From an optimization exercise on the open Yosys and OpenROAD flow, aimed at small area and few clock cycles per item; shortcuts taken in it are not production practice. In this exercise RTL edits were held to simulation tests only and were not proved equivalent to the original.

== oak ==
==> module bit_serial_accumulator, before the edit <==
module bit_serial_accumulator #(
    parameter int BANKS = 4
) (
    input  logic                                  clk,
    input  logic [BANKS*dot_data_pkg::LANE_W-1:0] sums_i,     
    input  logic [BANKS*15-1:0]                   carries_i,  
    input  logic [3:0]                            shift_lo_i,  
    input  logic [3:0]                            shift_hi_i,  
    input  logic                                  first_i,    
    output logic [BANKS*dot_data_pkg::LANE_W-1:0] dot_o
);
    localparam int GB = dot_data_pkg::GUARD_BITS;
    localparam int LW = dot_data_pkg::LANE_W;
    localparam int AW = dot_data_pkg::ACC_W;
    localparam int NB = 4;                              
    localparam int BW = AW / NB;                        
    for (genvar i = 0; i < BANKS; i++)
    begin : g_bank
        dot_data_pkg::lane_t sum;
        dot_data_pkg::acc_t  half;
        dot_data_pkg::acc_t  half_sh [4];
        dot_data_pkg::acc_t  part;
        dot_data_pkg::acc_t  part_sh [4];
        dot_data_pkg::acc_t  shifted;
        dot_data_pkg::acc_t  base;
        dot_data_pkg::acc_t  acc;                       
        dot_data_pkg::acc_t  acc_nxt;
        logic [NB-1:1]       pend;                      
        logic [NB-1:1]       pend_nxt;
        dot_data_pkg::acc_t  pend_vec;
        logic [15:0] pr_in;
        logic [14:0] pr_gen;                            
        logic [14:0] pr_all;                            
        for (genvar j = 0; j < 15; j++)
        begin : g_pr_gp
            assign pr_gen[j] = carries_i[15*i+j];
            assign pr_all[j] = &sums_i[i*LW+2*j +: 2];
        end
        prefix_carry #(.W(15)) i_prefix_carry (
            .g_i (pr_gen),
            .p_i (pr_all),
            .c_o (pr_in[15:1])
        );
        assign pr_in[0] = 1'b0;
        for (genvar j = 0; j < 16; j++)
        begin : g_pr
            assign sum[2*j +: 2] = sums_i[i*LW+2*j +: 2] + 2'(pr_in[j]);
        end
        assign half    = $signed({sum, GB'(0)}) >>> 1;
        for (genvar k = 0; k < 4; k++)
        begin : g_sh
            assign half_sh[k] = half >>> k;
            assign part_sh[k] = part >>> (4 * k);
        end
        assign part    = ({AW{shift_lo_i[0]}} & half_sh[0]) | ({AW{shift_lo_i[1]}} & half_sh[1]) |
                         ({AW{shift_lo_i[2]}} & half_sh[2]) | ({AW{shift_lo_i[3]}} & half_sh[3]);
        assign shifted = ({AW{shift_hi_i[0]}} & part_sh[0]) | ({AW{shift_hi_i[1]}} & part_sh[1]) |
                         ({AW{shift_hi_i[2]}} & part_sh[2]) | ({AW{shift_hi_i[3]}} & part_sh[3]);
        assign base    = first_i ? dot_data_pkg::ROUND_BIAS : acc;
        for (genvar j = 0; j < NB; j++)
        begin : g_blk
            logic cin;
            if (j == 0)
            begin : g_first
                assign cin = 1'b0;
            end
            else
            begin : g_rest
                assign cin = pend[j] && !first_i;
            end
            logic cout;
            prefix_adder #(.W(BW)) i_prefix_adder (
                .a_i (base[j*BW +: BW]),
                .b_i (shifted[j*BW +: BW]),
                .c_i (cin),
                .s_o (acc_nxt[j*BW +: BW]),
                .c_o (cout)
            );
            if (j < NB - 1)
            begin : g_carry
                assign pend_nxt[j+1] = cout;
            end
        end
        always_ff @(posedge clk)
        begin
            acc  <= acc_nxt;
            pend <= pend_nxt;
        end
        for (genvar j = 1; j < NB; j++)
        begin : g_pend
            assign pend_vec[j*BW +: BW] = BW'(pend[j]);
        end
        assign pend_vec[BW-1:0] = '0;
        assign dot_o[i*LW +: LW] = 32'((acc + pend_vec) >> GB);   
    end
endmodule
Settings: LEC_CHECK=0, CAP_MARGIN=20, CORE_MARGIN=2, CORE_UTILIZATION=40, GPL_TIMING_DRIVEN=0, SETUP_SLACK_MARGIN=0.1, SLEW_MARGIN=20; clock period 5.0 ns.
standard.sh (not shown) runs the stock make flow with config.mk's settings and CLKGATE_MAP_FILE= SYNTH_SCRIPT=/design/flow/synth_recipe.tcl, a recipe that flattens the netlist after the stock synthesis.
==> flow/flow/run.sh <==
#!/bin/bash
# The standard layout (standard.sh), with these changes to how it is made:
#  - synthesis is the standard flow's script with -noabc added to Yosys's synth command, so
#    the quick abc pass inside synth does not run before extract_fa; the full
#    adders are then found without inverters between them. The final abc
#    mapping runs ORFS's abc_speed.script up to &put (flow/abc_map.script),
#    without its buffering and sizing steps; the placer's repair sizes and
#    buffers instead. Registers, their names and cells are the standard
#    synthesis's.
#  - ports are buffered with the plain buf_1 cell (the resizer may size it up)
#    instead of the delay-buffer cell buffer_ports picks by itself;
#  - clock tree synthesis adds no dummy loads and clusters up to 22 sinks per
#    leaf buffer (same buffer cells as the standard flow).
# Each step's full log is in orfs/logs/; make's own output goes to flow_make.log.
set -euo pipefail
work=$(pwd)
{
  echo 'proc synth {args} { yosys synth -nofsm -noshare -noabc {*}$args }'
  echo 'proc abc {args} {'
  echo '  set i [lsearch -exact $args -script]'
  echo "  if {\$i >= 0} { lset args [expr {\$i + 1}] $work/flow/abc_map.script }"
  echo '  yosys abc {*}$args'
  echo '}'
  tail -n +2 synth_recipe.tcl
} > flow_synth.tcl
grep -q 'yosys synth -nofsm -noshare {\*}$args' synth_recipe.tcl
grep -q 'source $::env(SCRIPTS_DIR)/synth.tcl' flow_synth.tcl
sed "s|SYNTH_SCRIPT=[^ ]*synth_recipe.tcl|SYNTH_SCRIPT=$work/flow_synth.tcl|" standard.sh > flow_standard.sh
grep -q 'flow_synth.tcl' flow_standard.sh
export BUFFER_PORTS_ARGS="-buffer_cell sky130_fd_sc_hd__buf_1"
export CTS_ARGS="-sink_clustering_enable -repair_clock_nets -dont_use_dummy_load -sink_clustering_size 22 -sink_clustering_max_diameter 100"
bash flow_standard.sh > flow_make.log 2>&1
==> flow/flow/abc_map.script <==
&get -n
&st
&dch
&nf
&st
&syn2
&if -g -K 6
&synch2
&nf
&st
&syn2
&if -g -K 6
&synch2
&nf
&st
&syn2
&if -g -K 6
&synch2
&nf
&st
&syn2
&if -g -K 6
&synch2
&nf
&st
&syn2
&if -g -K 6
&synch2
&nf
&put
oak: done, clean on timing, DRC and antenna
Testbench counts of oak, summed over its fixed seeds: cycles 17,588, planes 17,153.
--- input diff oak..pine ---
--- a/flow/design.v
+++ b/flow/design.v
@@ -276,11 +276,11 @@
     output logic [BANKS*dot_data_pkg::LANE_W-1:0] dot_o
 );
     localparam int GB = dot_data_pkg::GUARD_BITS;
     localparam int LW = dot_data_pkg::LANE_W;
     localparam int AW = dot_data_pkg::ACC_W;
-    localparam int NB = 4;                              
+    localparam int NB = 6;                              
     localparam int BW = AW / NB;                        
     for (genvar i = 0; i < BANKS; i++)
     begin : g_bank
         dot_data_pkg::lane_t sum;
         dot_data_pkg::acc_t  half;
- Number of global-route vias before repair essentially unchanged between oak and pine.
- Going from oak to pine, design area saw an increase, worst path setup slack after routing grew by 0.090 ns, number of port buffers stayed essentially flat.
- oak reports its capturing instance or port of the critical path as g_bank[3].i_bank_adder_tree.sum_o[31]$_DFF_P_ while pine reports i_bit_serial_accumulator.g_bank[2].pend[5]$_DFF_P_.
- From pine to oak, count of flip-flops with a built-in enable after synthesis did not move at all.
Testbench counts of pine, summed over its fixed seeds: cycles 17,588, planes 17,153.

static timing again, ports no longer ideal:
In the flow no input, the clock included, has a driving cell. The finished layouts below were timed again as built, in two steps. Step 1, drivers: a clkbuf_16 drives clk and a buf_2 each remaining input, both assumed. Step 2 moves the port delays by t, midway between the first and last clock arrival at a register: inputs arrive t later, outputs are due t later. That takes back most of the time a late clock gives input paths. Slacks: ideal / step 1 / step 2; pairs: ideal / step 1.
| run | t, ns | setup slack, ns | clock arrival spread, ns | worst register clock-pin slew, ns |
|---|---|---|---|---|
| oak | 0.668 | 0.122 / 0.170 / -0.498 | 0.070 / 0.070 | 0.10 / 0.10 |
| pine | 0.664 | 0.212 / 0.212 / -0.349 | 0.096 / 0.096 | 0.10 / 0.10 |
With both steps, setup timing fails in oak and pine, where it was met with ideal ports. For oak, which loses most, drivers alone change the setup slack by +0.048 ns; drivers and shift together by -0.620 ns.
